Context: an optimization exercise on an open-source flow, tuned for small area. The choices shown serve that exercise and are no tape-out recipe. Where RTL was checked, it was by simulation tests only, not by an equivalence proof against the original. For run 3, only the layout was checked, not whether the RTL still works. Power and IR drop assume default switching activity.

==> flow/design.v <==
package adxl_pkg;
    typedef logic [7:0] byte_t;                         
    typedef logic [4-1:0] word_addr_t;      
    typedef logic [6-1:0] byte_idx_t;         
    typedef enum logic [2:0] {
        idle,        
        tx_len,      
        tx_ptr,      
        tx_read,     
        rx_data      
    } seq_state_t;
endpackage
`timescale 1ns/1ps
module adxl345_reader (
    input  logic                  CLK,
    input  logic                  RESET,
    input  adxl_pkg::word_addr_t  raddr,
    output logic [31:0]           rdata,
    input  logic [6:0]            i2c_address,
    input  logic                  interval_enable,
    input  logic [31:0]           interval_cycles,
    input  logic                  single_request,
    output logic                  single_done,
    output adxl_pkg::byte_t       m_axis_tdata,
    output logic [7:0]            m_axis_tuser,
    output logic                  m_axis_tvalid,
    output logic                  m_axis_tlast,
    input  logic                  m_axis_tready,
    input  adxl_pkg::byte_t       s_axis_tdata,
    input  logic                  s_axis_tvalid,
    input  logic                  s_axis_tlast,
    output logic                  s_axis_tready
);
    localparam int NB = 58;
    logic tv, s1, s0;
    logic st_len, st_ptr, st_read, st_rx;
    logic busy, rx_fire;
    assign st_len        = tv & ~s0;
    assign st_ptr        = tv & s0 & ~s1;
    assign st_read       = tv & s1;
    assign st_rx         = ~tv & s1;
    assign busy          = tv | s1;
    assign m_axis_tvalid = tv;
    assign m_axis_tlast  = s0;
    assign m_axis_tdata  = {2'b00, s1, s1, s1, 1'b0, s1, ~s0};
    assign s_axis_tready = st_rx;
    assign rx_fire       = st_rx & s_axis_tvalid;
    logic [19:0] count;
    logic        pending;
    logic        req;
    logic        single_q;
    logic        fire;
    logic        rst_q;
    assign fire = !busy && !req && (pending || (interval_enable && (rst_q || count == 20'd0)));
    always_ff @(posedge CLK) begin
        if (RESET) begin
            req     <= 1'b0;
            pending <= 1'b0;
        end else begin
            req     <= fire;
            pending <= single_request | (pending & ~fire);
        end
    end
    always_ff @(posedge CLK) begin
        if (busy || !interval_enable || fire) begin
            count <= interval_cycles[19:0];      
        end else begin
            count <= count - 20'd1;
        end
    end
    always_ff @(posedge CLK) begin
        if (fire) single_q <= pending;
    end
    always_ff @(posedge CLK) begin
        if (RESET) begin
            tv <= 1'b0;
            s1 <= 1'b0;
            s0 <= 1'b0;
        end else begin
            tv <= (!busy && req) | (tv && !(st_read && m_axis_tready));
            s0 <= tv && (s1 ? !m_axis_tready : (s0 || m_axis_tready));
            s1 <= (st_ptr && m_axis_tready) | (s1 && !(rx_fire && s_axis_tlast));
        end
    end
    always_ff @(posedge CLK) begin
        single_done <= !RESET && rx_fire && s_axis_tlast && single_q;
    end
    logic [6:0] addr_q;
    always_ff @(posedge CLK) begin
        if (!busy) addr_q <= i2c_address;
    end
    assign m_axis_tuser = {addr_q, s1};
    logic [7:0] wd, wd2;
    logic       wr, wr2;
    logic [5:0] wp;        
    logic [5:0] wp_inc;
    assign wp_inc = wp + 6'd1;
    logic [3:0] raddr_q;
    always_ff @(posedge CLK) begin
        wd      <= s_axis_tdata;
        wd2     <= wd;
        wr      <= !RESET && rx_fire;
        wr2     <= wr;
        rst_q   <= RESET;
        raddr_q <= raddr;
        if (st_len)   wp <= '0;
        else if (wr2) wp <= wp_inc;
    end
    logic [5:0] hw;
    always_ff @(posedge CLK) begin
        if (rst_q)                 hw <= '0;
        else if (wr2 && wp == hw)  hw <= wp_inc;
    end
    logic [7:0] mem [NB];
    for (genvar k = 0; k < NB; k++) begin : g_byte
        always_ff @(posedge CLK) begin
            if (wr2 && wp == 6'(k)) mem[k] <= wd2;
        end
    end
    logic [3:0]  lane_ok;
    logic        w_lt, w_eq;
    assign w_lt = raddr_q < hw[5:2];
    assign w_eq = raddr_q == hw[5:2];
    for (genvar l = 0; l < 4; l++) begin : g_ok
        assign lane_ok[l] = !rst_q && (w_lt || (w_eq && 2'(l) < hw[1:0]));
    end
    logic [14:0] sel;
    for (genvar w = 0; w < 15; w++) begin : g_sel
        assign sel[w] = (raddr_q == 4'(w));
    end
    for (genvar l = 0; l < 4; l++) begin : g_out
        for (genvar b = 0; b < 8; b++) begin : g_bit
            logic [14:0] terms;
            for (genvar w = 0; w < 15; w++) begin : g_t
                if (4*w + l < NB) begin : g_y
                    assign terms[w] = sel[w] & mem[4*w + l][b];
                end else begin : g_n
                    assign terms[w] = 1'b0;
                end
            end
            assign rdata[8*l + b] = lane_ok[l] & (|terms);
        end
    end
endmodule
==> flow/flow/run.sh <==
#!/bin/bash
# Layout flow: the standard flow (standard.sh) with
#  - an area-oriented ABC mapping in synthesis (flow/synth.tcl); registers are
#    mapped before ABC, so they are the standard synthesis's, and
#    match_names.py gives them the standard synthesis's instance names;
#  - the smallest buffer on the ports;
#  - a clock tree of clkbuf_8 leaf buffers without dummy loads.
set -euo pipefail
W=$(pwd)
R=$W/orfs/results/$FLOW_PLATFORM/adxl345_reader/base
KNOBS=(
  BUFFER_PORTS_ARGS="-buffer_cell sky130_fd_sc_hd__buf_1"
  CTS_ARGS="-sink_clustering_enable -repair_clock_nets -sink_clustering_size 10 -sink_clustering_max_diameter 50 -buf_list sky130_fd_sc_hd__clkbuf_4 -dont_use_dummy_load"
)
# standard synthesis, kept for its register names
bash standard.sh synth > "$W/std_synth.log" 2>&1
cp "$R/1_2_yosys.v" "$W/std_synth.v"
rm -f "$R/1_2_yosys.v" "$R/1_synth.odb" "$R/1_synth.sdc"
# area-oriented synthesis
bash standard.sh SYNTH_SCRIPT="$W/flow/synth.tcl" "${KNOBS[@]}" "$R/1_2_yosys.v" > "$W/area_synth.log" 2>&1
python3 "$W/flow/match_names.py" "$W/std_synth.v" "$R/1_2_yosys.v" > "$W/match_names.log" 2>&1
bash standard.sh SYNTH_SCRIPT="$W/flow/synth.tcl" "${KNOBS[@]}" finish > "$W/standard.log" 2>&1
==> flow/flow/match_names.py <==
#!/usr/bin/env python3
"""Give the registers of a netlist the instance names the standard synthesis
gave them.

usage: match_names.py STANDARD.v NETLIST.v

Yosys names some registers after a running counter (_1657_ and so on), so a
synthesis with a different ABC script numbers them differently. Registers are
paired with the standard netlist's by the net on their Q pin, which is the
same in both. Any other identifier in NETLIST that already uses a wanted name
is renamed first. NETLIST is rewritten in place.
"""
import re
import sys

CELL = re.compile(r'^(\s*)(sky130_fd_sc_hd__\w+)\s+(\\\S+\s|[A-Za-z_]\w*)\s*\((.*?)\);',
                  re.M | re.S)
QPIN = re.compile(r'\.Q\(\s*(.*?)\s*\)\s*(?:,|$)', re.S)


def regs(text):
    out = {}
    for m in CELL.finditer(text):
        body = m.group(4)
        if '.CLK(' not in body:
            continue
        q = QPIN.search(body)
        if not q:
            continue
        out[q.group(1).strip()] = (m.group(3).strip(), m.group(2))
    return out


def main():
    std_text = open(sys.argv[1]).read()
    text = open(sys.argv[2]).read()
    std = regs(std_text)
    mine = regs(text)
    if set(std) != set(mine):
        sys.exit('register Q nets differ: %s' % sorted(set(std) ^ set(mine))[:10])
    renames = 0
    for qnet, (name, _cell) in mine.items():
        want = std[qnet][0]
        if name == want:
            continue
        if not re.fullmatch(r'[A-Za-z_]\w*', name) or not re.fullmatch(r'[A-Za-z_]\w*', want):
            sys.exit('cannot rename %s to %s' % (name, want))
        # free the wanted name
        if re.search(r'(?<![\w\\$])' + re.escape(want) + r'(?![\w$])', text):
            alt = want + 'r'
            while re.search(r'(?<![\w\\$])' + re.escape(alt) + r'(?![\w$])', text):
                alt += 'r'
            text = re.sub(r'(?<![\w\\$])' + re.escape(want) + r'(?![\w$])', alt, text)
            if name == want:
                name = alt
        text = re.sub(r'(?<![\w\\$])' + re.escape(name) + r'(?=\s*\()', want, text, count=1)
        renames += 1
    open(sys.argv[2], 'w').write(text)
    after = regs(text)
    bad = [q for q in std if after[q][0] != std[q][0] or after[q][1].rsplit('_', 1)[0] != std[q][1].rsplit('_', 1)[0]]
    if bad:
        sys.exit('registers still unpaired: %s' % bad[:10])
    print('match_names: %d registers, %d renamed' % (len(std), renames))


main()
==> flow/flow/synth.tcl <==
# The standard flow's synthesis script (synth_recipe.tcl) with one change: the final ABC
# technology mapping uses an area-oriented script instead of ORFS's speed
# script. Registers are mapped before ABC runs, so they are unchanged.
set area_abc $::env(OBJECTS_DIR)/area.abc
set fh [open $area_abc w]
puts $fh {&get -n; &st; &dch; &nf -a; &put; mfs2; &get -n; &st; &dch; &nf -a; &put; mfs2; &get -n; &st; &dch; &nf -a; &put}
close $fh
proc synth {args} { yosys synth -nofsm -noshare {*}$args }
proc abc {args} {
  global area_abc
  set i [lsearch -exact $args -script]
  if {$i >= 0} { set args [lreplace $args [expr {$i+1}] [expr {$i+1}] $area_abc] }
  set j [lsearch -exact $args -D]
  if {$j >= 0} { set args [lreplace $args $j [expr {$j+1}]] }
  yosys abc {*}$args
}
source $::env(SCRIPTS_DIR)/synth.tcl
# left out here: clear keep_hierarchy, flatten, clean up, hide names made inside functions, write 1_2_yosys.v
==> flow/standard.sh <==
#!/bin/bash
# synth_recipe.tcl (not shown) runs the flow's synth.tcl, then flattens the netlist and writes it again
# the make line also repeats each setting of config.mk as NAME=value (left out here)
make -C /OpenROAD-flow-scripts/flow DESIGN_CONFIG=/design/flow/config.mk WORK_HOME=/design/flow/orfs CLKGATE_MAP_FILE= SYNTH_SCRIPT=/design/flow/synth_recipe.tcl "${@:-finish}"
==> flow/config.mk <==
export PLATFORM = sky130hd
export DESIGN_NAME = adxl345_reader
export DESIGN_NICKNAME = adxl345_reader
export VERILOG_FILES = /design/flow/design.v
export SDC_FILE = /design/flow/constraint.sdc
export NUM_CORES = 4
export LEC_CHECK = 0
export CAP_MARGIN = 20
export CORE_MARGIN = 2
export CORE_UTILIZATION = 50
export SLEW_MARGIN = 20
==> flow/constraint.sdc <==
create_clock -name core_clock -period 10.0 [get_ports {CLK}]
set_input_delay 2.0000 -clock core_clock [delete_from_list [all_inputs] [get_ports {CLK}]]
set_output_delay 2.0000 -clock core_clock [all_outputs]
set_load 0.01 [all_outputs]
==> flow_summary_export.csv, run 1 <==
group,metric,value,unit
route,firstDrtPassIters,6,
final_layout,nNetsFinal,1307,
final_layout,layout-drive-gt1-share,8.65,%
global_route,antenna_found_initial,1,
hold_path,worstHoldPathType,"register to register",
route,ant_nets,0,
power,p_sw_share,21.7,%
timing,min_period,5920,ps
yosys,ys_seq_elements,533,
floorplan,ioPinCount,110,
worst_setup_path,crit_path_end_kind,"output port",
floorplan,core,37600,um2
route,viasPerCell,6.17,
yosys,yosysTopAreaCellShare,74.3,%
worst_setup_path,cp_max_fo,17,
floorplan,start_util,50.8,%
timing,fin_setup_tns,0,ps
route,vias,10800,
route,drc,0,
yosys,syn-mean-instance-area,17.9,um2
timing,setup_violations,0,
route,routed_wl,44700,um
timing,clock_skew,53.1,ps
timing,drv_slew,0,
yosys,async_reset_ff_share,0,%
floorplan,die_w,199,um
global_route,grt_pass1_wl,66400,um
placed_design,finalWeightedCongestion,0.794,
clocking,cts_tree,"built",
worst_setup_path,critPathKind,"register to output port",
power,clockPowerShare,25.9,%
clocking,ctsResizeCount,0,
timing,timing.final.crit_share,59.2,%
placed_design,portBuffers,94,
worst_setup_path,max_stage_delay,790,ps
clocking,post_cts_buffers,0,
global_route,use_met1,32.2,%
worst_setup_path,start_kind,"register",
final_layout,layout_common_cells,"edfxtp_1 (472), a222oi_1 (99), buf_1 (94)",
global_route,grt_overflow,0,
global_route,met3_usage,3.58,%
timing,rsz0062_at_grt,"false",
yosys,synth_area_leaders,"edfxtp_1 (74%), dfxtp_1 (6.4%), a222oi_1 (5.2%)",
clocking,ctsHoldBuffers,0,
worst_setup_path,cpMaxStageDelayCell,"nor2_2",
clocking,cts_sinks,533,
clocking,cts_made_buffers,60,
final_layout,syn_to_final_growth,8.76,%
global_route,grt_start_max_net_pins,59,
yosys,synth_area_leader_cell,"edfxtp_1",
global_route,use_met2,37.5,%
floorplan,dieArea,39700,um2
route,drt-initial-drc-count,1075,
floorplan,fp.dieH,199,um
route,wire_per_inst,25.6,um
clocking,clock_path_buffers,3,
power,p_leak,6.25,nW
power,p_sw,0.766,mW
final_layout,design_area,20700,um2
placed_design,placed_cell_area,20300,um2
power,seqPwrFrac,70.4,%
worst_setup_path,required,8000,ps
floorplan,rows,71,
job,maxCapViolations,0,
yosys,synth_edf_count,472,
yosys,yosysSeqAreaShare,80.7,%
final_layout,layout_commonest_cell,"edfxtp_1",
timing,max_slew_margin,28.5,%
run_status,status,"finished clean",
worst_setup_path,critPathArrivalTime,3920,ps
clocking,clk_latency,800,ps
clocking,cts_max_level,2,
power,internal_power,2.76,mW
worst_setup_path,crit_chain,"nand2b_1, nor2_2, buf_4, a22oi_1, nand4_1, a221oi_1, a31oi_1, buf_1",
global_route,track_usage,23.0,%
yosys,netlist_instances,1065,
yosys,synth_cell_types,44,
yosys,synth-warning-count,2,
global_route,grt_pass1_vias,10600,
final_layout,fin_util,55.2,%
power,comb_power_share,3.7,%
power,vdd_drop_max,0.0911,mV
placed_design,dp_hpwl,26600,um
worst_setup_path,critPathTopFamily,"simple AND/OR/NAND/NOR gates",
final_layout,fillCellCount,3036,
timing,hold_viol_final,0,
global_route,grt.busiest_layer,"met2",
yosys,synthesis.area,19100,um2
power,power_density,170,nW/um2
worst_setup_path,cp_num_buf_inv,2,
timing,fmax,169,MHz
yosys,synth-main-ff-cell,"edfxtp_1",
clocking,cts_root_buf,"clkbuf_4",
timing,tightest_slew,1070,ps
clocking,clkSlewWorstSetupHoldPaths,100,ps
==> sequential cells by signal (all words and copies together) (netlist names), 4 cells and up <==
name,count
addr_q,7
hw,6
raddr_q,4
count,20
wp,6
mem,464
wd2,8
wd,8
==> cells in the mapped netlist (2+ instances only) <==
| cell | n |
|---|---|
| a21boi_0 | 2 |
| buf_4 | 8 |
| clkinv_1 | 11 |
| a31oi_1 | 18 |
| ha_1 | 10 |
| o21ai_0 | 5 |
| a21oi_1 | 27 |
| edfxtp_1 | 472 |
| a221oi_1 | 23 |
| and4_1 | 4 |
| nor2b_1 | 5 |
| nor2_1 | 91 |
| or3_1 | 2 |
| nand3b_1 | 2 |
| mux2i_1 | 3 |
| and3_1 | 9 |
| xor2_1 | 10 |
| nand2b_1 | 4 |
| dfxtp_1 | 61 |
| xnor2_1 | 13 |
| nor3b_1 | 5 |
| or4_1 | 2 |
| a211oi_1 | 3 |
| mux2_1 | 19 |
| nor3_1 | 15 |
| nor4_1 | 5 |
| a222oi_1 | 99 |
| a22oi_1 | 43 |
| a22o_1 | 7 |
| nand4_1 | 19 |
| nand3_1 | 14 |
| nand2_1 | 42 |
==> worst reg2reg max path, cell delays in order, from the launching register on <==
cell and delay (ps):
dfxtp_1 340, or4_1 520, nor4_1 380, a41o_1 260
a21oi_1 100, o211a_1 530, mux2_1 460
==> per-stage QoR <==
step           hold WS, ps  std cells  setup WS, ps  power, mW
6_report               330       1749          4080       3.53
5_1_grt                338       1749          3850       3.65
4_1_cts                332       1748          4020       3.56
3_5_place_dp           312       1688          4960       2.67
3_3_place_gp           310       1688          4970       2.66
2_1_floorplan          310       1067          3990       2.59
==> logic make-up after synthesis <==
logic type | after synthesis | synth area share [%]
adder cells (fa/ha/maj) | 10 | 0.656
AND/OR/NAND/NOR | 221 | 5.44
buffers and inverters | 19 | 0.531
XOR/XNOR | 23 | 1.06
other | 1 | 0.0197
multiplexers | 22 | 1.28
flip-flops | 533 | 80.7
AO/OA/AOI/OAI | 236 | 10.3
==> metal layers <==
metal / up-vias / part of all wire, %
met4: 0 / 2.3
met2: 407 / 49
li1: 4849 / -
met3: 68 / 6.7
met5: - / 0
met1: 5466 / 42
==> layout make-up <==
cell class                 instances  area, um2  share of cell area, %
clock buffer                      60        450                   2.17
sequential                       533      15400                   74.3
inverter                          11       41.3                  0.199
tap                              511        639                   3.08
multi-input combinational        515       3650                   17.6
antenna                            1       2.50                 0.0121
timing repair buffer             118        533                   2.57
==> worst paths after layout <==
check | start | slack, ps | cells past startpoint | end
max | raddr_q[3]$_DFF_P_ | 4080 | 8 | rdata[15]
min | wd[0]$_DFF_P_ | 330 | 0 | wd2[0]$_DFF_P_
max reg2reg | count[10]$_DFF_P_ | 7300 | 6 | count[5]$_DFF_P_
min reg2reg | wd[0]$_DFF_P_ | 330 | 0 | wd2[0]$_DFF_P_
==> power groups by stage <==
stage	clock network, mW	logic (mW)	registers (mW)
floorplan	0	0.0788	2.52
global placement	0	0.131	2.53
detailed placement	0	0.132	2.54
CTS	0.944	0.132	2.49
global route	1.02	0.144	2.49
finish	0.914	0.131	2.48
==> run 2, diff against run 1 <==
--- a/flow/design.v
+++ b/flow/design.v
@@ -10,6 +10,40 @@
         rx_data      
     } seq_state_t;
 endpackage
+`timescale 1ns/1ps
+module adxl_host_read (
+    input  logic [3:0]   raddr_q,
+    input  logic [5:0]   hw,
+    input  logic         rst_q,
+    input  logic [463:0] mem_flat,      
+    output logic [31:0]  rdata
+);
+    localparam int NB = 58;
+    logic [3:0]  lane_ok;
+    logic        w_lt, w_eq;
+    assign w_lt = raddr_q < hw[5:2];
+    assign w_eq = raddr_q == hw[5:2];
+    for (genvar l = 0; l < 4; l++) begin : g_ok
+        assign lane_ok[l] = !rst_q && (w_lt || (w_eq && 2'(l) < hw[1:0]));
+    end
+    logic [14:0] sel;
+    for (genvar w = 0; w < 15; w++) begin : g_sel
+        assign sel[w] = (raddr_q == 4'(w));
+    end
+    for (genvar l = 0; l < 4; l++) begin : g_out
+        for (genvar b = 0; b < 8; b++) begin : g_bit
+            logic [14:0] terms;
+            for (genvar w = 0; w < 15; w++) begin : g_t
+                if (4*w + l < NB) begin : g_y
+                    assign terms[w] = sel[w] & mem_flat[8*(4*w + l) + b];
+                end else begin : g_n
+                    assign terms[w] = 1'b0;
+                end
+            end
+            assign rdata[8*l + b] = lane_ok[l] & (|terms);
+        end
+    end
+endmodule
 `timescale 1ns/1ps
 module adxl345_reader (
     input  logic                  CLK,
@@ -117,28 +151,12 @@
             if (wr2 && wp == 6'(k)) mem[k] <= wd2;
         end
     end
-    logic [3:0]  lane_ok;
-    logic        w_lt, w_eq;
-    assign w_lt = raddr_q < hw[5:2];
-    assign w_eq = raddr_q == hw[5:2];
-    for (genvar l = 0; l < 4; l++) begin : g_ok
-        assign lane_ok[l] = !rst_q && (w_lt || (w_eq && 2'(l) < hw[1:0]));
+    logic [8*NB-1:0] mem_flat;
+    for (genvar k = 0; k < NB; k++) begin : g_flat
+        assign mem_flat[8*k +: 8] = mem[k];
     end
-    logic [14:0] sel;
-    for (genvar w = 0; w < 15; w++) begin : g_sel
-        assign sel[w] = (raddr_q == 4'(w));
-    end
-    for (genvar l = 0; l < 4; l++) begin : g_out
-        for (genvar b = 0; b < 8; b++) begin : g_bit
-            logic [14:0] terms;
-            for (genvar w = 0; w < 15; w++) begin : g_t
-                if (4*w + l < NB) begin : g_y
-                    assign terms[w] = sel[w] & mem[4*w + l][b];
-                end else begin : g_n
-                    assign terms[w] = 1'b0;
-                end
-            end
-            assign rdata[8*l + b] = lane_ok[l] & (|terms);
-        end
-    end
+    adxl_host_read u_host (
+        .raddr_q(raddr_q), .hw(hw), .rst_q(rst_q),
+        .mem_flat(mem_flat), .rdata(rdata)
+    );
 endmodule
--- a/flow/flow/run.sh
+++ b/flow/flow/run.sh
@@ -1,10 +1,11 @@
 #!/bin/bash
 # Layout flow: the standard flow (standard.sh) with
-#  - an area-oriented ABC mapping in synthesis (flow/synth.tcl); registers are
+#  - a gate-level read multiplexer and an area-oriented ABC mapping in
+#    synthesis (flow/synth.tcl); registers are
 #    mapped before ABC, so they are the standard synthesis's, and
 #    match_names.py gives them the standard synthesis's instance names;
 #  - the smallest buffer on the ports;
-#  - a clock tree of clkbuf_8 leaf buffers without dummy loads.
+#  - a clock tree of small (clkbuf_4) leaf buffers without dummy loads.
 set -euo pipefail
 W=$(pwd)
 R=$W/orfs/results/$FLOW_PLATFORM/adxl345_reader/base
==> flow/flow/gen_rdmux.py (new file) <==
#!/usr/bin/env python3
"""Write a gate-level adxl_host_read (the bank's read multiplexer) to the file
given as argument. Same ports and function as rtl/adxl_host_read.sv; the
per-bit AND-OR is built from a222oi/a22oi, and3 and a31oi cells, and the
word decode and lane masks are left as plain logic for ABC to map.

Per output bit b of lane l, over the words w holding byte 4w+l (< 58):
  t_g  = a222oi of three (sel[w] & byte bit) terms (a22oi for a group of 2)
  u    = and3(t_0, t_1, t_2)
  bit  = a31oi(u, t_3, t_4, nok[l]) = ok[l] & !(t_0 & ... & t_4)
"""
import sys

NB = 58
P = 'sky130_fd_sc_hd__'
out = []
o = out.append
o('module adxl_host_read (')
o('    input  [3:0]   raddr_q,')
o('    input  [5:0]   hw,')
o('    input          rst_q,')
o('    input  [463:0] mem_flat,')
o('    output [31:0]  rdata')
o(');')
o('    wire [3:0] nok;')
o('    wire w_lt = raddr_q < hw[5:2];')
o('    wire w_eq = raddr_q == hw[5:2];')
for l in range(4):
    o('    assign nok[%d] = !(!rst_q && (w_lt || (w_eq && (2\'d%d < hw[1:0]))));' % (l, l))
o('    wire [14:0] sel;')
for w in range(15):
    o('    assign sel[%d] = (raddr_q == 4\'d%d);' % (w, w))
for l in range(4):
    for b in range(8):
        n = 'l%db%d' % (l, b)
        words = [w for w in range(15) if 4 * w + l < NB]
        groups = [words[i:i + 3] for i in range(0, len(words), 3)]
        assert len(groups) == 5
        ts = []
        for gi, g in enumerate(groups):
            t = '%s_t%d' % (n, gi)
            ts.append(t)
            o('    wire %s;' % t)
            pins = []
            for k, w in enumerate(g):
                a = 'ABC'[k]
                pins.append('.%s1(sel[%d])' % (a, w))
                pins.append('.%s2(mem_flat[%d])' % (a, 8 * (4 * w + l) + b))
            cell = 'a222oi_1' if len(g) == 3 else 'a22oi_1'
            o('    %s%s %s_g%d (%s, .Y(%s));' % (P, cell, n, gi, ', '.join(pins), t))
        o('    wire %s_u;' % n)
        o('    %sand3_1 %s_a (.A(%s), .B(%s), .C(%s), .X(%s_u));' % (P, n, ts[0], ts[1], ts[2], n))
        o('    %sa31oi_1 %s_o (.A1(%s_u), .A2(%s), .A3(%s), .B1(nok[%d]), .Y(rdata[%d]));'
          % (P, n, n, ts[3], ts[4], l, 8 * l + b))
o('endmodule')
open(sys.argv[1], 'w').write('\n'.join(out) + '\n')
==> flow/flow/synth.tcl (replaced) <==
# The standard flow's synthesis script (synth_recipe.tcl) with two changes:
#  - the module adxl_host_read (the bank's read multiplexer, no registers) is
#    replaced, before synthesis, by the gate-level version gen_rdmux.py
#    writes; it is flattened into the top like any other module;
#  - the final ABC technology mapping uses an area-oriented script instead
#    of ORFS's speed script.
# Registers are mapped before ABC runs and none are in adxl_host_read, so
# they are the standard synthesis's.
set flow_dir [file dirname [file normalize [info script]]]
set rdmux $::env(OBJECTS_DIR)/rdmux.v
exec python3 $flow_dir/gen_rdmux.py $rdmux
set area_abc $::env(OBJECTS_DIR)/area.abc
set fh [open $area_abc w]
puts $fh {&get -n; &st; &dch; &nf -a; &put; mfs2; &get -n; &st; &dch; &nf -a; &put; mfs2; &get -n; &st; &dch; &nf -a; &put}
close $fh
set rdmux_read 0
proc synth {args} {
  global rdmux rdmux_read
  if {!$rdmux_read} {
    set rdmux_read 1
    yosys read_verilog -overwrite $rdmux
    yosys hierarchy -check -top $::env(DESIGN_NAME)
  }
  yosys synth -nofsm -noshare {*}$args
}
proc abc {args} {
  global area_abc
  set i [lsearch -exact $args -script]
  if {$i >= 0} { set args [lreplace $args [expr {$i+1}] [expr {$i+1}] $area_abc] }
  set j [lsearch -exact $args -D]
  if {$j >= 0} { set args [lreplace $args $j [expr {$j+1}]] }
  yosys abc {*}$args
}
source $::env(SCRIPTS_DIR)/synth.tcl
# left out here: clear keep_hierarchy, flatten, clean up, hide names made inside functions, write 1_2_yosys.v
--- a/flow/config.mk
+++ b/flow/config.mk
@@ -7,5 +7,6 @@
 export LEC_CHECK = 0
 export CAP_MARGIN = 20
 export CORE_MARGIN = 2
-export CORE_UTILIZATION = 50
+export CORE_UTILIZATION = 55
+export PLACE_DENSITY = 0.7
 export SLEW_MARGIN = 20
==> run 2 against run 1 <==
Against the previous run: still clean; global-route usage up 0.51 points; synthesized cell count fell by 2.4%; sequential power is essentially flat; register-to-register slack worse by 50 ps; clock skew is 42 ps higher; combinational power up 5%; critical path depth fell by 1; via count decreased by 0.60%; synthesized area decreased by 0.35%; wire length down 5.6%; final cell count is 5.0% lower; sequential cell count is the same; highest routed layer unchanged.
==> flow_summary_export.csv, run 2 <==
group,metric,value,unit
yosys,yosysTopAreaCellShare,74.6,%
timing,fmax,172,MHz
clocking,cts_tree,"built",
yosys,synth_area_leaders,"edfxtp_1 (75%), a222oi_1 (7.6%), dfxtp_1 (6.4%)",
route,dr.max_layer_used,"met4",
floorplan,fp.dieH,190,um
clocking,cts_sinks,533,
run_status,status,"finished clean",
final_layout,layout_commonest_cell,"edfxtp_1",
final_layout,layout-drive-gt1-share,8.30,%
power,p_leak,6.18,nW
route,routed_wl,42200,um
final_layout,syn_to_final_growth,8.30,%
route,ant_nets,0,
global_route,track_usage,23.5,%
global_route,antenna_found_initial,1,
timing,clock_skew,95.0,ps
floorplan,ioPinCount,110,
clocking,clk_latency,810,ps
placed_design,dp_hpwl,24200,um
floorplan,start_util,55.4,%
route,wire_per_inst,25.4,um
worst_setup_path,crit_path_end_kind,"output port",
final_layout,fillCellCount,2540,
yosys,yosysSeqAreaShare,81.0,%
worst_setup_path,critPathArrivalTime,3800,ps
power,seqPwrFrac,70.2,%
worst_setup_path,cp_max_fo,19,
placed_design,finalWeightedCongestion,0.812,
yosys,yosysMostFrequentCell,"edfxtp_1",
timing,rsz0062_at_grt,"false",
placed_design,portBuffers,94,
power,internal_power,2.76,mW
yosys,netlist_instances,1039,
yosys,synth_edf_count,472,
power,clockPowerShare,25.9,%
yosys,synth-main-ff-cell,"edfxtp_1",
clocking,ctsHoldBuffers,0,
power,p_sw,0.761,mW
floorplan,rows,68,
clocking,cts_max_level,2,
clocking,post_cts_buffers,0,
final_layout,design_area,20600,um2
route,drc,0,
timing,hold_viol_final,0,
final_layout,layout_common_cells,"edfxtp_1 (472), a222oi_1 (144), buf_1 (94)",
final_layout,final-seq-area,15400,um2
final_layout,finalNonFillerCells,1661,
placed_design,placed_cell_area,20100,um2
timing,fin_setup_tns,0,ps
clocking,ctsResizeCount,0,
global_route,grt_pass1_vias,10600,
job,maxCapViolations,0,
hold_path,worstHoldPathType,"register to register",
route,met1Wirelength,16800,um
global_route,grt_start_max_net_pins,59,
timing,drv_slew,0,
route,firstDrtPassIters,12,
placed_design,placedCellCount,1598,
final_layout,reg_top3,"mem (464), count (20)",
power,comb_power_share,3.9,%
route,wl_met2,19900,um
worst_setup_path,critPathKind,"register to output port",
floorplan,die_w,190,um
placed_design,pre_cts_ws,5090,ps
final_layout,largest_register,"mem",
floorplan,core,34300,um2
power,p_sw_share,21.6,%
final_layout,largest_register_ffs,464,
yosys,synthesis.area,19000,um2
yosys,synth_cell_types,36,
timing,tightest_slew,1070,ps
final_layout,multi_input_area,3580,um2
yosys,ys_seq_elements,533,
yosys,synth_area_leader_cell,"edfxtp_1",
route,viasPerCell,6.46,
worst_setup_path,start_kind,"register",
final_layout,nNetsFinal,1275,
timing,min_period,5800,ps
clocking,cts_root_buf,"clkbuf_4",
timing,timing.final.crit_share,58.0,%
route,dr_wl_met3,4520,um
clocking,cts_made_buffers,60,
timing,max_slew_margin,28.0,%
worst_setup_path,required,8000,ps
clocking,clock_path_buffers,3,
power,power_density,171,nW/um2
global_route,grt_pass1_wl,62800,um
clocking,clkSlewWorstSetupHoldPaths,100,ps
yosys,async_reset_ff_share,0,%
route,vias,10700,
timing,fin_ws,4200,ps
power,total_power,3.52,mW
yosys,synth_common_cells,"edfxtp_1 (472), a222oi_1 (144), nor2_1 (90), dfxtp_1 (61), and3_1 (37)",
floorplan,dieArea,36100,um2
power,vdd_drop_max,0.102,mV
timing,setup_violations,0,
yosys,syn-mean-instance-area,18.3,um2
yosys,synth-warning-count,2,
route,drt-initial-drc-count,1620,
global_route,grt_overflow,0,
-- run 2: cell types whose count changed after synthesis, sizes merged, moves of 15 or more --
cell	change
nand4	-16
and3	+28
a221oi	-23
a21oi	-19
a222oi	+45
a22oi	-27
a31oi	+15
-- run 2: final cells by class --
cell class / count / share of cell area (%)
Tap cell: 455 / 2.77
Antenna cell: 1 / 0.0122
Multi-Input combinational cell: 487 / 17.4
Sequential cell: 533 / 74.9
Clock buffer: 60 / 2.19
Inverter: 13 / 0.237
Timing Repair Buffer: 112 / 2.49
-- run 2: cell families (layout without fill, tap and decap cells) --
| group | count (synthesis) | count (layout) | share of synthesized area (%) |
|---|---|---|---|
| DFF | 533 | 533 | 81.0 |
| AOI/OAI and AO/OA | 213 | 213 | 9.97 |
| and+or+nand+nor | 213 | 213 | 5.28 |
| xor gates and xnor gates | 25 | 25 | 1.15 |
| muxes | 23 | 23 | 1.34 |
| buffers and inverters | 21 | 185 | 0.573 |
| adders and majority gates | 10 | 10 | 0.658 |
| other | 1 | 4 | 0.0197 |
-- run 2: power by group through the flow --
stage | registers, mW | clock network (mW) | logic (mW)
after floorplan | 2.52 | 0 | 0.0743
after global placement | 2.53 | 0 | 0.127
after detailed placement | 2.53 | 0 | 0.130
after CTS | 2.48 | 0.928 | 0.130
after global routing | 2.48 | 1.01 | 0.149
final | 2.47 | 0.913 | 0.137
-- run 2: worst paths after layout --
path                           start              endpoint  slack (ps)  depth (start not counted)
hold / removal         wd[7]$_DFF_P_        wd2[7]$_DFF_P_         320                          0
hold reg to reg        wd[7]$_DFF_P_        wd2[7]$_DFF_P_         320                          0
setup / recovery  raddr_q[1]$_DFF_P_             rdata[24]        4200                          7
setup reg to reg         wr2$_DFF_P_  mem[42][1]$_DFFE_PP_        7250                          2
-- run 2: routing by layer --
layer,track usage (%),vias to the layer above
li1,-,4772
met2,36.7,593
met4,7.72,0
met5,0,-
met3,3.91,75
met1,34.3,5285
-- run 2: critical path, cell delays in order (launching register included) --
cell and delay, ps:
dfxtp_1 560, nand2_1 240, nor3_2 860, buf_4 460, a222oi_1 180, and3_1 250
a31oi_1 280, buf_1 190
-- run 2: stage by stage --
step / util [%] / hold WS [ps]
2_1_floorplan: - / 310
3_3_place_gp: 58.5 / 312
3_5_place_dp: 58.6 / 312
4_1_cts: 59.9 / 329
5_1_grt: 60.0 / 336
6_report: 60.0 / 324
==> run 3, diff against run 2 <==
--- a/flow/design.v
+++ b/flow/design.v
@@ -68,12 +68,13 @@
     localparam int NB = 58;
     logic tv, s1, s0;
     logic st_len, st_ptr, st_read, st_rx;
-    logic busy, rx_fire;
+    logic busy, seq_idle, rx_fire;
     assign st_len        = tv & ~s0;
     assign st_ptr        = tv & s0 & ~s1;
     assign st_read       = tv & s1;
     assign st_rx         = ~tv & s1;
-    assign busy          = tv | s1;
+    assign busy          = tv | s1 | s0;      
+    assign seq_idle      = ~tv & ~s1;         
     assign m_axis_tvalid = tv;
     assign m_axis_tlast  = s0;
     assign m_axis_tdata  = {2'b00, s1, s1, s1, 1'b0, s1, ~s0};
@@ -81,17 +82,14 @@
     assign rx_fire       = st_rx & s_axis_tvalid;
     logic [19:0] count;
     logic        pending;
-    logic        req;
     logic        single_q;
     logic        fire;
     logic        rst_q;
-    assign fire = !busy && !req && (pending || (interval_enable && (rst_q || count == 20'd0)));
+    assign fire = !busy && (pending || (interval_enable && (rst_q || count == 20'd0)));
     always_ff @(posedge CLK) begin
         if (RESET) begin
-            req     <= 1'b0;
             pending <= 1'b0;
         end else begin
-            req     <= fire;
             pending <= single_request | (pending & ~fire);
         end
     end
@@ -111,8 +109,8 @@
             s1 <= 1'b0;
             s0 <= 1'b0;
         end else begin
-            tv <= (!busy && req) | (tv && !(st_read && m_axis_tready));
-            s0 <= tv && (s1 ? !m_axis_tready : (s0 || m_axis_tready));
+            tv <= (seq_idle && s0) | (tv && !(st_read && m_axis_tready));
+            s0 <= fire || (tv && (s1 ? !m_axis_tready : (s0 || m_axis_tready)));
             s1 <= (st_ptr && m_axis_tready) | (s1 && !(rx_fire && s_axis_tlast));
         end
     end
@@ -121,7 +119,7 @@
     end
     logic [6:0] addr_q;
     always_ff @(posedge CLK) begin
-        if (!busy) addr_q <= i2c_address;
+        if (seq_idle) addr_q <= i2c_address;
     end
     assign m_axis_tuser = {addr_q, s1};
     logic [7:0] wd, wd2;
==> run 3 against run 2 <==
Against the previous run: maximum frequency up 9.0%; sequential cell count down 1; count of clock-buffer cells in the layout down 1; worst setup slack better by 480 ps; worst hold slack better by 6.0 ps; global-route usage up 0.21 points; critical endpoint is now rdata[2].
==> flow_summary_export.csv, run 3 <==
group,metric,value,unit
worst_setup_path,required,8000,ps
global_route,grt_start_max_net_pins,59,
clocking,clk_latency,750,ps
power,power_density,171,nW/um2
yosys,synth_top_family_by_area,"compound AO/OA/AOI/OAI gates",
power,p_leak,6.12,nW
yosys,netlist_instances,1054,
global_route,antenna_found_initial,1,
power,internal_power,2.75,mW
route,wire_per_inst,25.6,um
timing,drv_slew,0,
yosys,synth_fa_ha_area_share,0.660,%
timing,rsz0062_at_grt,"false",
global_route,grt_pass1_vias,10600,
final_layout,nNetsFinal,1289,
route,routed_wl,42800,um
yosys,yosysMostFrequentCell,"edfxtp_1",
worst_setup_path,critPathKind,"register to output port",
yosys,synth_cell_types,34,
final_layout,largest_register,"mem",
yosys,synth-simple-area-share,5.59,%
route,drt-initial-drc-count,1729,
worst_setup_path,crit_path_end_kind,"output port",
floorplan,ioPinCount,110,
floorplan,die_w,190,um
worst_setup_path,crit_chain,"nand2b_1, nor2_4, a222oi_1, and3_1, a31oi_1, buf_1",
worst_setup_path,critPathTopFamily,"simple AND/OR/NAND/NOR gates",
final_layout,layout-drive-gt1-share,8.29,%
yosys,synth_common_cells,"edfxtp_1 (472), a222oi_1 (144), nor2_1 (85), dfxtp_1 (60), nand2_1 (44)",
route,drc,0,
power,p_sw,0.758,mW
clocking,cts_tree,"built",
placed_design,pre_cts_ws,5440,ps
yosys,synthMuxAreaShare,0.211,%
yosys,synth_area_leader_cell,"edfxtp_1",
timing,fmax,188,MHz
floorplan,fp.dieH,190,um
power,seqPwrFrac,70.7,%
final_layout,largest_register_ffs,464,
floorplan,core,33700,um2
final_layout,layout_commonest_cell,"edfxtp_1",
worst_setup_path,cpMaxStageDelayCell,"nor2_4",
clocking,cts_max_level,2,
clocking,clkSlewWorstSetupHoldPaths,100,ps
yosys,synth-warning-count,2,
power,p_sw_share,21.6,%
power,vdd_drop_max,0.0907,mV
placed_design,portBuffers,94,
route,ant_nets,0,
placed_design,finalWeightedCongestion,0.827,
worst_setup_path,cp_max_fo,32,
timing,fin_ws,4670,ps
clocking,cts_root_buf,"clkbuf_4",
timing,max_slew_margin,33.1,%
route,vias,10800,
floorplan,dieArea,36000,um2
hold_path,worstHoldPathType,"register to register",
power,comb_power_share,3.7,%
worst_setup_path,start_kind,"register",
final_layout,syn_to_final_growth,8.17,%
timing,tightest_slew,1000,ps
clocking,ctsHoldBuffers,0,
clocking,ctsResizeCount,0,
route,firstDrtPassIters,13,
route,viasPerCell,6.49,
final_layout,layout_common_cells,"edfxtp_1 (472), a222oi_1 (144), buf_1 (94)",
run_status,status,"finished clean",
yosys,yosysTopAreaCellShare,74.8,%
clocking,cts_sinks,532,
yosys,synth_edf_count,472,
yosys,synth-main-ff-cell,"edfxtp_1",
floorplan,start_util,56.2,%
clocking,post_cts_buffers,0,
global_route,grt_pass1_wl,63600,um
timing,clock_skew,64.9,ps
yosys,synth-compound-area-share,10.5,%
clocking,clock_path_buffers,3,
timing,setup_violations,0,
timing,fin_setup_tns,0,ps
timing,hold_viol_final,0,
worst_setup_path,max_stage_delay,800,ps
floorplan,rows,67,
final_layout,reg_top3,"mem (464), count (20)",
job,maxCapViolations,0,
yosys,ys_seq_elements,532,
global_route,grt_overflow,0,
worst_setup_path,cp_num_buf_inv,1,
yosys,synthesis.area,18900,um2
clocking,cts_made_buffers,59,
yosys,async_reset_ff_share,0,%
yosys,synth_xor_area_share,1.25,%
yosys,synth_area_leaders,"edfxtp_1 (75%), a222oi_1 (7.6%), dfxtp_1 (6.3%)",
worst_setup_path,critPathArrivalTime,3330,ps
timing,min_period,5330,ps
yosys,syn-mean-instance-area,18.0,um2
power,clockPowerShare,25.6,%
global_route,track_usage,23.7,%
yosys,yosysSeqAreaShare,81.1,%
placed_design,dp_hpwl,25000,um
timing,timing.final.crit_share,53.3,%
power,total_power,3.51,mW
==> run 3: final cells by class <==
type	count	area, um2
Fill cell	2494	13200
Clock buffer	59	443
Tap cell	448	561
Inverter	13	48.8
Multi-Input combinational cell	503	3550
Sequential cell	532	15400
Timing Repair Buffer	112	488
Antenna cell	1	2.50
==> run 3: final timing paths <==
check	start	endpoint	slack, ps	cells past startpoint
worst min register to register	wd[4]$_DFF_P_	wd2[4]$_DFF_P_	330	0
worst max register to register	wr2$_DFF_P_	mem[43][1]$_DFFE_PP_	7200	2
worst min-delay path	wd[4]$_DFF_P_	wd2[4]$_DFF_P_	330	0
worst max-delay path	raddr_q[2]$_DFF_P_	rdata[2]	4670	6
==> run 3: cell families after synthesis <==
group           after synthesis
flops                       532
simple gates                225
xor+xnor                     27
mux                           4
compound gates              234
buf+inv                      21
fa+ha+maj                    10
other cells                   1
==> run 3: power by group through the flow <==
stage / sequential [mW] / clock (mW) / combinational, mW
2_1_floorplan: 2.51 / 0 / 0.0768
3_3_place_gp: 2.53 / 0 / 0.127
3_5_place_dp: 2.54 / 0 / 0.129
4_1_cts: 2.48 / 0.914 / 0.129
5_1_grt: 2.49 / 0.994 / 0.141
6_report: 2.48 / 0.897 / 0.130
==> run 3: worst reg2reg max path: stages, from the launching register on <==
cell and delay (ps):
dfxtp_1 690, nand3b_1 810, nor2_1 880
==> run 3: routing by layer <==
layer  up-vias  GRT usage, %  wire (um)
met5         -             0          0
met4         0          6.77       1030
met3        73          3.60       3620
met2       490          39.2      21000
met1      5423          33.3      17100
li1       4831             -          -
==> run 3: per-stage QoR <==
step | instances | area (um2) | utilization [%] | hold WS (ps)
floorplan | 1056 | 19000 | - | 310
global placement | 1608 | 20000 | 59.4 | 310
detailed placement | 1608 | 20000 | 59.4 | 312
CTS | 1667 | 20500 | 60.7 | 332
global route | 1668 | 20500 | 60.8 | 338
finish | 1668 | 20500 | 60.8 | 330
==> run 4, diff against run 3 <==
--- a/flow/design.v
+++ b/flow/design.v
@@ -93,11 +93,22 @@
             pending <= single_request | (pending & ~fire);
         end
     end
+    logic reload;
+    assign reload = busy || !interval_enable || fire;
     always_ff @(posedge CLK) begin
-        if (busy || !interval_enable || fire) begin
-            count <= interval_cycles[19:0];      
+        if (reload) begin
+            count[19:7] <= interval_cycles[19:7];
         end else begin
-            count <= count - 20'd1;
+            count[19:7] <= count[19:7] - 13'(count[6:0] == 7'd0);
+        end
+    end
+    always_ff @(posedge CLK) begin
+        if (st_rx || (!busy && reload)) begin
+            count[6:0] <= interval_cycles[6:0];
+        end else if (!busy) begin
+            count[6:0] <= count[6:0] - 7'd1;
+        end else if (seq_idle) begin
+            count[6:0] <= i2c_address;          
         end
     end
     always_ff @(posedge CLK) begin
@@ -117,11 +128,7 @@
     always_ff @(posedge CLK) begin
         single_done <= !RESET && rx_fire && s_axis_tlast && single_q;
     end
-    logic [6:0] addr_q;
-    always_ff @(posedge CLK) begin
-        if (seq_idle) addr_q <= i2c_address;
-    end
-    assign m_axis_tuser = {addr_q, s1};
+    assign m_axis_tuser = {count[6:0], s1};
     logic [7:0] wd, wd2;
     logic       wr, wr2;
     logic [5:0] wp;        
==> run 4 against run 3 <==
Against the previous run: still clean on timing, DRC and antenna; sequential power about the same; utilization down 0.36 points; sequential share of layout area down 0.25 points; critical path type unchanged; register-to-register slack worse by 660 ps.
==> flow_summary_export.csv, run 4 <==
group,metric,value,unit
power,total_power,3.52,mW
final_layout,layout_common_cells,"edfxtp_1 (472), a222oi_1 (144), buf_1 (94)",
yosys,synthesis.area,18900,um2
clocking,ctsResizeCount,0,
worst_setup_path,cp_num_buf_inv,4,
timing,clock_skew,88.9,ps
route,dr.max_layer_used,"met4",
yosys,async_reset_ff_share,0,%
route,viasPerCell,6.51,
worst_setup_path,critPathKind,"register to output port",
clocking,cts_root_buf,"clkbuf_4",
yosys,syn-mean-instance-area,17.9,um2
global_route,antenna_found_initial,1,
final_layout,layout-drive-gt1-share,8.08,%
worst_setup_path,crit_path_end_kind,"output port",
floorplan,dieArea,35900,um2
worst_setup_path,r2r_start,"count[10]$_DFF_P_",
global_route,track_usage,23.6,%
worst_setup_path,crit_path_frequent_cell,"clkinv_1",
final_layout,fin_util,60.5,%
worst_setup_path,crit_end,"rdata[1]",
yosys,synth-main-ff-cell,"edfxtp_1",
placed_design,placed_cell_area,19900,um2
power,power_density,173,nW/um2
yosys,synth_common_cells,"edfxtp_1 (472), a222oi_1 (144), nor2_1 (93), dfxtp_1 (53), nand2_1 (44)",
placed_design,portBuffers,94,
clocking,cts_max_level,2,
timing,fin_setup_tns,0,ps
final_layout,largest_register,"mem",
yosys,synth_cell_types,35,
route,routed_wl,42000,um
yosys,yosysSeqAreaShare,80.6,%
timing,setup_violations,0,
floorplan,die_w,189,um
global_route,grt_overflow,0,
clocking,cts_sinks,525,
placed_design,finalWeightedCongestion,0.789,
route,wl_met2,20000,um
global_route,grt_start_max_net_pins,59,
run_status,status,"finished clean",
timing,min_period,5490,ps
clocking,clock_path_buffers,3,
floorplan,core,33700,um2
worst_setup_path,cpMaxStageDelayCell,"a21oi_1",
worst_setup_path,start_kind,"register",
route,firstDrtPassIters,9,
final_layout,layout_commonest_cell,"edfxtp_1",
final_layout,largest_register_ffs,464,
worst_setup_path,rrSetupSlack,6540,ps
timing,rsz0062_at_grt,"false",
placed_design,dp_hpwl,24000,um
worst_setup_path,critPathTopFamily,"compound AO/OA/AOI/OAI gates",
clocking,ctsHoldBuffers,0,
route,drt-initial-drc-count,1437,
worst_setup_path,max_stage_delay,800,ps
worst_setup_path,crit_chain,"clkinv_1, ha_1, clkinv_1, a21oi_1, o21a_1, clkinv_1, nand2_1, a21oi_1, a31oi_1, buf_1",
floorplan,ioPinCount,110,
worst_setup_path,reg2reg_to,"count[0]$_DFFE_PP_",
floorplan,start_util,56.1,%
worst_setup_path,cp_max_fo,9,
power,p_leak,6.05,nW
power,vdd_drop_max,0.0861,mV
yosys,synth-warning-count,2,
global_route,grt_pass1_vias,10600,
route,met1Wirelength,17200,um
route,vias,10800,
hold_path,worstHoldPathType,"register to register",
timing,fmax,182,MHz
yosys,ys_seq_elements,525,
timing,timing.final.crit_share,54.9,%
route,wire_per_inst,25.3,um
worst_setup_path,reg2reg_depth,6,
timing,max_slew_margin,28.4,%
final_layout,nNetsFinal,1284,
worst_setup_path,crit_cells,10,
clocking,clk_latency,780,ps
yosys,netlist_instances,1058,
job,maxCapViolations,0,
yosys,yosysTopAreaCellShare,75.0,%
yosys,synth_area_leaders,"edfxtp_1 (75%), a222oi_1 (7.6%), dfxtp_1 (5.6%)",
clocking,cts_made_buffers,60,
final_layout,fillCellCount,2505,
global_route,grt_pass1_wl,63200,um
clocking,post_cts_buffers,0,
final_layout,syn_to_final_growth,7.79,%
yosys,synth_edf_count,472,
worst_setup_path,critPathArrivalTime,3490,ps
clocking,clkSlewWorstSetupHoldPaths,110,ps
yosys,synth_area_leader_cell,"edfxtp_1",
route,dr_wl_met3,3790,um
worst_setup_path,startpoint,"raddr_q[0]$_DFF_P_",
timing,hold_viol_final,0,
timing,tightest_slew,1070,ps
clocking,cts_tree,"built",
floorplan,fp.dieH,189,um
final_layout,design_area,20400,um2
route,drc,0,
route,ant_nets,0,
final_layout,reg_top3,"mem (464), count (20)",
floorplan,rows,67,
timing,drv_slew,0,
worst_setup_path,required,8000,ps
yosys,yosysMostFrequentCell,"edfxtp_1",
-- run 4: cell types whose count changed in the layout (fill, tap and decap cells not counted), moves of 7 or more --
| cell | before | now |
|---|---|---|
| nor2_1 | 77 | 86 |
| mux2_1 | 0 | 7 |
| nand3_1 | 16 | 9 |
| dfxtp_1 | 52 | 45 |
-- run 4: kinds of logic after synthesis --
family	synth area share, %
flip-flops	80.6
AO/OA/AOI/OAI	10.7
AND/OR/NAND/NOR	5.42
buffers and inverters	0.894
XOR/XNOR	1.07
adder cells (fa/ha/maj)	0.728
multiplexers	0.523
other	0.0198
-- run 4: metal layers --
| metal | track usage (%) | vias to the layer above |
|---|---|---|
| met5 | 0 | - |
| met4 | 6.44 | 0 |
| met3 | 4.69 | 77 |
| met2 | 37.5 | 518 |
| met1 | 33.8 | 5411 |
| li1 | - | 4813 |
-- run 4: area by class of cell --
cell class | count | area (um2) | area share (%)
clock buffer | 60 | 450 | 2.21
timing repair buffer | 108 | 458 | 2.25
tap | 448 | 561 | 2.75
antenna | 1 | 2.50 | 0.0123
inverter | 15 | 56.3 | 0.276
sequential | 525 | 15300 | 74.9
multi-input combinational | 505 | 3580 | 17.6
-- run 4: through the flow --
step                hold slack (ps)  std cells  worst slack [ps]
floorplan                       310       1060              4630
global placement                314       1601              5330
detailed placement              312       1601              5320
CTS                             319       1661              4440
global route                    307       1662              4330
finish                          309       1662              4510
-- run 4: power by group --
group          internal, mW  total (mW)  switching, mW
combinational        0.0624       0.162         0.0999
clock                 0.274       0.897          0.623
sequential             2.41        2.46         0.0526
total                  2.75        3.52          0.775
-- run 4: how the worst min path moves through the flow --
stage,end,cells after the start,slack [ps],startpoint
after floorplan,wd2[0]$_DFF_P_,0,310,wd[0]$_DFF_P_
after global placement,wd2[5]$_DFF_P_,0,310,wd[5]$_DFF_P_
after detailed placement,wd2[2]$_DFF_P_,0,310,wd[2]$_DFF_P_
after CTS,wr2$_DFF_P_,0,320,wr$_DFF_P_
after global routing,wr2$_DFF_P_,0,310,wr$_DFF_P_
final,wr2$_DFF_P_,0,310,wr$_DFF_P_
==> run 5, diff against run 4 <==
--- a/flow/flow/run.sh
+++ b/flow/flow/run.sh
@@ -11,7 +11,7 @@
 R=$W/orfs/results/$FLOW_PLATFORM/adxl345_reader/base
 KNOBS=(
   BUFFER_PORTS_ARGS="-buffer_cell sky130_fd_sc_hd__buf_1"
-  CTS_ARGS="-sink_clustering_enable -repair_clock_nets -sink_clustering_size 10 -sink_clustering_max_diameter 50 -buf_list sky130_fd_sc_hd__clkbuf_4 -dont_use_dummy_load"
+  CTS_ARGS="-sink_clustering_enable -repair_clock_nets -sink_clustering_size 11 -sink_clustering_max_diameter 45 -buf_list sky130_fd_sc_hd__clkbuf_4 -dont_use_dummy_load"
 )
 # standard synthesis, kept for its register names
 bash standard.sh synth > "$W/std_synth.log" 2>&1
--- a/flow/config.mk
+++ b/flow/config.mk
@@ -8,5 +8,5 @@
 export CAP_MARGIN = 20
 export CORE_MARGIN = 2
 export CORE_UTILIZATION = 55
-export PLACE_DENSITY = 0.7
+export PLACE_DENSITY = 0.6
 export SLEW_MARGIN = 20
==> run 5 against run 4 <==
Against the previous run: highest routed layer unchanged; clock power decreased by 2%; sequential cell count unchanged; critical path depth shrank 3; count of clock-buffer cells in the layout fell by 3; final area increased by 0.10%.
==> flow_summary_export.csv, run 5 <==
group,metric,value,unit
final_layout,nNetsFinal,1289,
timing,fin_setup_tns,0,ps
run_status,status,"finished clean",
job,maxCapViolations,0,
timing,clock_skew,78.7,ps
route,routed_wl,42900,um
yosys,netlist_instances,1058,
worst_setup_path,required,8000,ps
yosys,synth_area_leader_cell,"edfxtp_1",
yosys,ys_seq_elements,525,
clocking,ctsHoldBuffers,0,
timing,hold_ws,330,ps
clocking,ctsResizeCount,0,
placed_design,portBuffers,94,
global_route,antenna_found_initial,1,
global_route,grt_start_max_net_pins,59,
global_route,track_usage,24.1,%
global_route,grt_pass1_vias,10400,
final_layout,largest_register_ffs,464,
global_route,grt_pass1_wl,64100,um
placed_design,dp_hpwl,25600,um
yosys,synth_common_cells,"edfxtp_1 (472), a222oi_1 (144), nor2_1 (93), dfxtp_1 (53), nand2_1 (44)",
route,vias,10700,
timing,rsz0062_at_grt,"false",
timing,min_period,5690,ps
clocking,clock_path_buffers,3,
timing,fmax,176,MHz
clocking,post_cts_buffers,0,
timing,max_slew_margin,26.8,%
clocking,cts_sinks,525,
floorplan,core,33700,um2
route,ant_nets,0,
final_layout,layout_common_cells,"edfxtp_1 (472), a222oi_1 (144), buf_1 (94)",
worst_setup_path,critPathKind,"register to output port",
worst_setup_path,crit_chain,"nand2_1, nor2_2, buf_4, a222oi_1, and3_1, a31oi_1, buf_1",
yosys,syn-mean-instance-area,17.9,um2
placed_design,finalWeightedCongestion,0.802,
yosys,yosysMostFrequentCell,"edfxtp_1",
power,vdd_drop_max,0.139,mV
clocking,cts_made_buffers,57,
final_layout,largest_register,"mem",
final_layout,layout_commonest_cell,"edfxtp_1",
worst_setup_path,cp_num_buf_inv,2,
power,p_leak,6.08,nW
timing,drv_slew,0,
yosys,synth-main-ff-cell,"edfxtp_1",
route,wire_per_inst,25.7,um
yosys,synthesis.area,18900,um2
worst_setup_path,critPathTopFamily,"simple AND/OR/NAND/NOR gates",
yosys,synth_area_leaders,"edfxtp_1 (75%), a222oi_1 (7.6%), dfxtp_1 (5.6%)",
yosys,yosysTopAreaCellShare,75.0,%
hold_path,worstHoldPathType,"register to register",
floorplan,start_util,56.1,%
final_layout,reg_top3,"mem (464), count (20)",
floorplan,fp.dieH,189,um
timing,tightest_slew,1100,ps
worst_setup_path,critPathArrivalTime,3690,ps
final_layout,syn_to_final_growth,7.90,%
yosys,synth-warning-count,2,
timing,hold_viol_final,0,
timing,setup_violations,0,
yosys,synth_cell_types,35,
worst_setup_path,cpMaxStageDelayCell,"nor2_2",
global_route,grt_overflow,0,
clocking,cts_max_level,2,
clocking,cts_tree,"built",
route,firstDrtPassIters,10,
power,power_density,172,nW/um2
worst_setup_path,cp_max_fo,17,
route,viasPerCell,6.42,
yosys,async_reset_ff_share,0,%
floorplan,rows,67,
clocking,clkSlewWorstSetupHoldPaths,110,ps
route,drt-initial-drc-count,1526,
worst_setup_path,crit_path_end_kind,"output port",
clocking,cts_root_buf,"clkbuf_4",
worst_setup_path,max_stage_delay,830,ps
floorplan,ioPinCount,110,
clocking,clk_latency,770,ps
floorplan,die_w,189,um
worst_setup_path,start_kind,"register",
yosys,yosysSeqAreaShare,80.6,%
final_layout,layout-drive-gt1-share,8.29,%
yosys,synth_edf_count,472,
floorplan,dieArea,35900,um2
timing,timing.final.crit_share,56.9,%
route,drc,0,
## run 5: path summary, 6_finish.rpt
| path | from | to | cells after the start | slack [ps] |
|---|---|---|---|---|
| min reg2reg | wd[5]$_DFF_P_ | wd2[5]$_DFF_P_ | 0 | 330 |
| max reg2reg | count[10]$_DFF_P_ | count[5]$_DFFE_PP_ | 6 | 6470 |
| max | raddr_q[0]$_DFF_P_ | rdata[29] | 7 | 4310 |
| min | wd[5]$_DFF_P_ | wd2[5]$_DFF_P_ | 0 | 330 |
## run 5: worst reg2reg max path: cells and delay by family, from the launching register on
kind / cells / cell delay [ps]
muxes: 1 / 410
DFF: 1 / 360
AOI/OAI and AO/OA: 2 / 680
and+or+nand+nor: 3 / 1830
## run 5: where the power goes
group | switching [mW] | internal [mW] | leakage [nW]
sequential | 0.0557 | 2.41 | 4.69
combinational | 0.0963 | 0.0635 | 1.13
clock | 0.619 | 0.261 | 0.262
## run 5: per-layer routing
metal / vias up / wire (um) / global-route usage, %
li1: 4814 / - / -
met1: 5374 / 18100 / 34.5
met2: 444 / 20900 / 39.4
met3: 71 / 2940 / 3.35
met4: 0 / 990 / 6.86
met5: - / 0 / 0
## run 5: logic make-up (layout without fill, tap and decap cells)
group           after synthesis  count (layout)  share of synthesized area, %
compound gates              238             238                          10.7
simple gates                221             221                          5.42
mux                           9               9                         0.523
xor+xnor                     23              23                          1.07
buf+inv                      30             188                         0.894
other cells                   1               4                        0.0198
fa+ha+maj                    11              11                         0.728
flops                       525             525                          80.6
## run 5: cell type report
type | instances | area (um2)
Sequential cell | 525 | 15300
Fill cell | 2589 | 13300
Multi-Input combinational cell | 505 | 3570
Tap cell | 448 | 561
Timing Repair Buffer | 116 | 515
Clock buffer | 57 | 428
Inverter | 15 | 56.3
Antenna cell | 1 | 2.50
## run 5: metrics by stage
step / cells / setup WS, ps / util [%] / total power [mW] / instance area (um2)
floorplan: 1060 / 4630 / - / 2.60 / 18900
global placement: 1608 / 5200 / 59.2 / 2.67 / 19900
detailed placement: 1608 / 5170 / 59.2 / 2.68 / 19900
CTS: 1665 / 4330 / 60.4 / 3.53 / 20400
global route: 1667 / 4180 / 60.5 / 3.63 / 20400
finish: 1667 / 4310 / 60.5 / 3.50 / 20400
==> run 6, diff against run 5 <==
--- a/flow/config.mk
+++ b/flow/config.mk
@@ -8,5 +8,5 @@
 export CAP_MARGIN = 20
 export CORE_MARGIN = 2
 export CORE_UTILIZATION = 55
-export PLACE_DENSITY = 0.6
+export PLACE_DENSITY = 0.7
 export SLEW_MARGIN = 20
==> run 6 against run 5 <==
Against the previous run: combinational power hardly changed; count of clock-buffer cells in the layout stayed put; maximum frequency is 3.3% higher; utilization is 0.13 points lower; via count is 0.62% higher; critical path depth is 1 lower; clock power hardly changed; wire length is 2.4% lower; final area is 0.21% lower; critical path type unchanged; critical endpoint unchanged; highest routed layer unchanged.
==> flow_summary_export.csv, run 6 <==
group,metric,value,unit
clocking,cts_tree,"built",
clocking,cts_made_buffers,57,
clocking,clock_path_buffers,3,
power,seqPwrFrac,70.2,%
placed_design,finalWeightedCongestion,0.789,
worst_setup_path,reg2reg_depth,6,
worst_setup_path,critPathKind,"register to output port",
yosys,ys_seq_elements,525,
yosys,synth_cell_types,35,
global_route,grt_overflow,0,
worst_setup_path,critPathArrivalTime,3500,ps
worst_setup_path,startpoint,"raddr_q[2]$_DFF_P_",
clocking,clkSlewWorstSetupHoldPaths,100,ps
route,wire_per_inst,25.2,um
global_route,grt_pass1_wl,63000,um
timing,hold_viol_final,0,
power,p_leak,6.04,nW
placed_design,pre_cts_ws,5320,ps
power,p_sw_share,22.1,%
global_route,antenna_found_initial,1,
timing,min_period,5500,ps
clocking,clk_latency,820,ps
yosys,synth_edf_count,472,
floorplan,core,33700,um2
yosys,async_reset_ff_share,0,%
yosys,syn-mean-instance-area,17.9,um2
global_route,grt_pass1_vias,10600,
clocking,cts_root_buf,"clkbuf_4",
job,maxCapViolations,0,
yosys,synth_area_leaders,"edfxtp_1 (75%), a222oi_1 (7.6%), dfxtp_1 (5.6%)",
final_layout,largest_register,"mem",
yosys,synth_area_leader_cell,"edfxtp_1",
placed_design,dp_hpwl,24000,um
power,clockPowerShare,25.2,%
placed_design,portBuffers,94,
worst_setup_path,crit_end,"rdata[29]",
yosys,synth-warning-count,2,
floorplan,fp.dieH,189,um
power,power_density,172,nW/um2
timing,timing.final.crit_share,55.0,%
timing,fin_ws,4500,ps
route,drt-initial-drc-count,1505,
route,drc,0,
yosys,yosysTopAreaCellShare,75.0,%
yosys,synthMuxAreaShare,0.523,%
worst_setup_path,rrSetupSlack,6500,ps
clocking,cts_sinks,525,
timing,max_slew_margin,29.3,%
yosys,synth-simple-area-share,5.42,%
clocking,ctsResizeCount,0,
worst_setup_path,start_kind,"register",
final_layout,layout_common_cells,"edfxtp_1 (472), a222oi_1 (144), buf_1 (94)",
hold_path,worstHoldPathType,"register to register",
final_layout,largest_register_ffs,464,
yosys,synth-main-ff-cell,"edfxtp_1",
floorplan,dieArea,35900,um2
worst_setup_path,crit_chain,"nand2b_1, nor2_4, a222oi_1, and3_1, a31oi_1, buf_1",
worst_setup_path,crit_path_end_kind,"output port",
yosys,synth_top_family_by_area,"compound AO/OA/AOI/OAI gates",
power,vdd_drop_max,0.0968,mV
final_layout,fillCellCount,2506,
clocking,ctsHoldBuffers,0,
floorplan,die_w,189,um
timing,setup_violations,0,
power,internal_power,2.73,mW
yosys,synthesis.area,18900,um2
yosys,synth_fa_ha_area_share,0.728,%
run_status,status,"finished clean",
worst_setup_path,cpMaxStageDelayCell,"nor2_4",
final_layout,syn_to_final_growth,7.67,%
route,ant_nets,0,
route,viasPerCell,6.49,
timing,fin_setup_tns,0,ps
worst_setup_path,cp_max_fo,32,
yosys,synth_common_cells,"edfxtp_1 (472), a222oi_1 (144), nor2_1 (93), dfxtp_1 (53), nand2_1 (44)",
worst_setup_path,max_stage_delay,850,ps
timing,drv_slew,0,
worst_setup_path,required,8000,ps
placed_design,placed_cell_area,19900,um2
final_layout,design_area,20300,um2
floorplan,ioPinCount,110,
worst_setup_path,reg2reg_to,"count[0]$_DFFE_PP_",
timing,clock_skew,77.6,ps
floorplan,start_util,56.1,%
yosys,yosysMostFrequentCell,"edfxtp_1",
clocking,post_cts_buffers,0,
power,total_power,3.51,mW
route,routed_wl,41900,um
power,p_sw,0.773,mW
final_layout,layout_commonest_cell,"edfxtp_1",
final_layout,fin_util,60.4,%
final_layout,reg_top3,"mem (464), count (20)",
yosys,synth-compound-area-share,10.7,%
clocking,cts_max_level,2,
floorplan,rows,67,
timing,fmax,182,MHz
yosys,netlist_instances,1058,
worst_setup_path,r2r_start,"count[10]$_DFF_P_",
yosys,yosysSeqAreaShare,80.6,%
final_layout,layout-drive-gt1-share,7.85,%
route,firstDrtPassIters,9,
global_route,track_usage,23.7,%
final_layout,nNetsFinal,1281,
yosys,synth_xor_area_share,1.07,%
timing,rsz0062_at_grt,"false",
global_route,grt_start_max_net_pins,59,
route,vias,10800,
timing,tightest_slew,1060,ps
power,comb_power_share,4.6,%
run 6: cell counts after synthesis:
Identical to the previous run, type by type.
run 6: critical path, delay by kind of cell, from the launching register on:
family	cells	cell delay, ps
AND/OR/NAND/NOR	3	1420
flip-flops	1	570
AO/OA/AOI/OAI	2	560
buffers and inverters	1	200
run 6: worst min-delay path by stage:
stage | endpoint | slack, ps | startpoint | cells past startpoint
floorplan | wd2[0]$_DFF_P_ | 310 | wd[0]$_DFF_P_ | 0
global placement | wd2[5]$_DFF_P_ | 310 | wd[5]$_DFF_P_ | 0
detailed placement | wd2[2]$_DFF_P_ | 310 | wd[2]$_DFF_P_ | 0
CTS | wd2[1]$_DFF_P_ | 330 | wd[1]$_DFF_P_ | 0
global route | wr2$_DFF_P_ | 330 | wr$_DFF_P_ | 0
finish | wd2[1]$_DFF_P_ | 320 | wd[1]$_DFF_P_ | 0
run 6: logic make-up (layout without fill, tap and decap cells):
logic type	Yosys count	after routing
DFF	525	525
other	1	4
muxes	9	9
buffers and inverters	30	180
xor gates and xnor gates	23	23
adders and majority gates	11	11
and+or+nand+nor	221	221
AOI/OAI and AO/OA	238	238
run 6: routing by layer:
metal	up-vias	global-route usage (%)	wire length [um]
met4	0	6.20	894
met3	70	5.62	4090
li1	4797	-	-
met5	-	0	0
met2	568	37.7	19900
met1	5334	33.2	17000
run 6: area by class of cell:
class / count / area (um2) / share of cell area, %
flip-flops and latches: 525 / 15300 / 75.0
multi-input cells: 505 / 3580 / 17.6
well taps: 448 / 561 / 2.75
repair buffers: 108 / 458 / 2.25
clock buffers: 57 / 428 / 2.10
inverters: 15 / 56.3 / 0.277
diodes: 1 / 2.50 / 0.0123
run 6: stage by stage:
| step | hold WS [ps] | cells |
|---|---|---|
| floorplan | 310 | 1060 |
| global placement | 314 | 1601 |
| detailed placement | 312 | 1601 |
| CTS | 330 | 1658 |
| global route | 329 | 1659 |
| finish | 322 | 1659 |
run 6: power groups by stage:
stage	sequential (mW)	clock, mW	combinational [mW]
floorplan	2.49	0	0.113
global placement	2.51	0	0.158
detailed placement	2.51	0	0.161
CTS	2.46	0.903	0.162
global route	2.47	0.972	0.178
finish	2.46	0.882	0.162

-- afterwards: timing with drivers on the ports --
The results above use ideal ports. As a check the final layouts listed here were re-extracted and re-timed, cells and wires unchanged. Step 1, drivers: a clkbuf_16 drives CLK and a buf_2 each remaining input, both assumed. Step 2, shift: input delay + t, output delay - t, t = (earliest + latest rising clock arrival at the registers) / 2. This alone moves slack from input paths to output paths. Slacks: ideal ports / drivers / drivers and shift; pairs: ideal ports / drivers.
run	t (ns)	setup slack, ns	hold WS [ns]	clock arrival spread, ns
run 1	0.824	4.083 / 4.036 / 4.860	0.330 / 0.330 / 0.330	0.060 / 0.060
run 2	0.814	4.195 / 4.146 / 4.960	0.324 / 0.324 / 0.324	0.096 / 0.096
run 3	0.765	4.673 / 4.630 / 5.395	0.330 / 0.330 / 0.330	0.072 / 0.072
run 4	0.787	4.505 / 4.457 / 5.245	0.309 / 0.309 / 0.309	0.089 / 0.089
run 5	0.780	4.315 / 4.268 / 5.048	0.330 / 0.330 / 0.330	0.079 / 0.079
run 6	0.823	4.496 / 4.448 / 5.271	0.322 / 0.322 / 0.322	0.082 / 0.082
After both steps setup and hold are still met in every run listed.
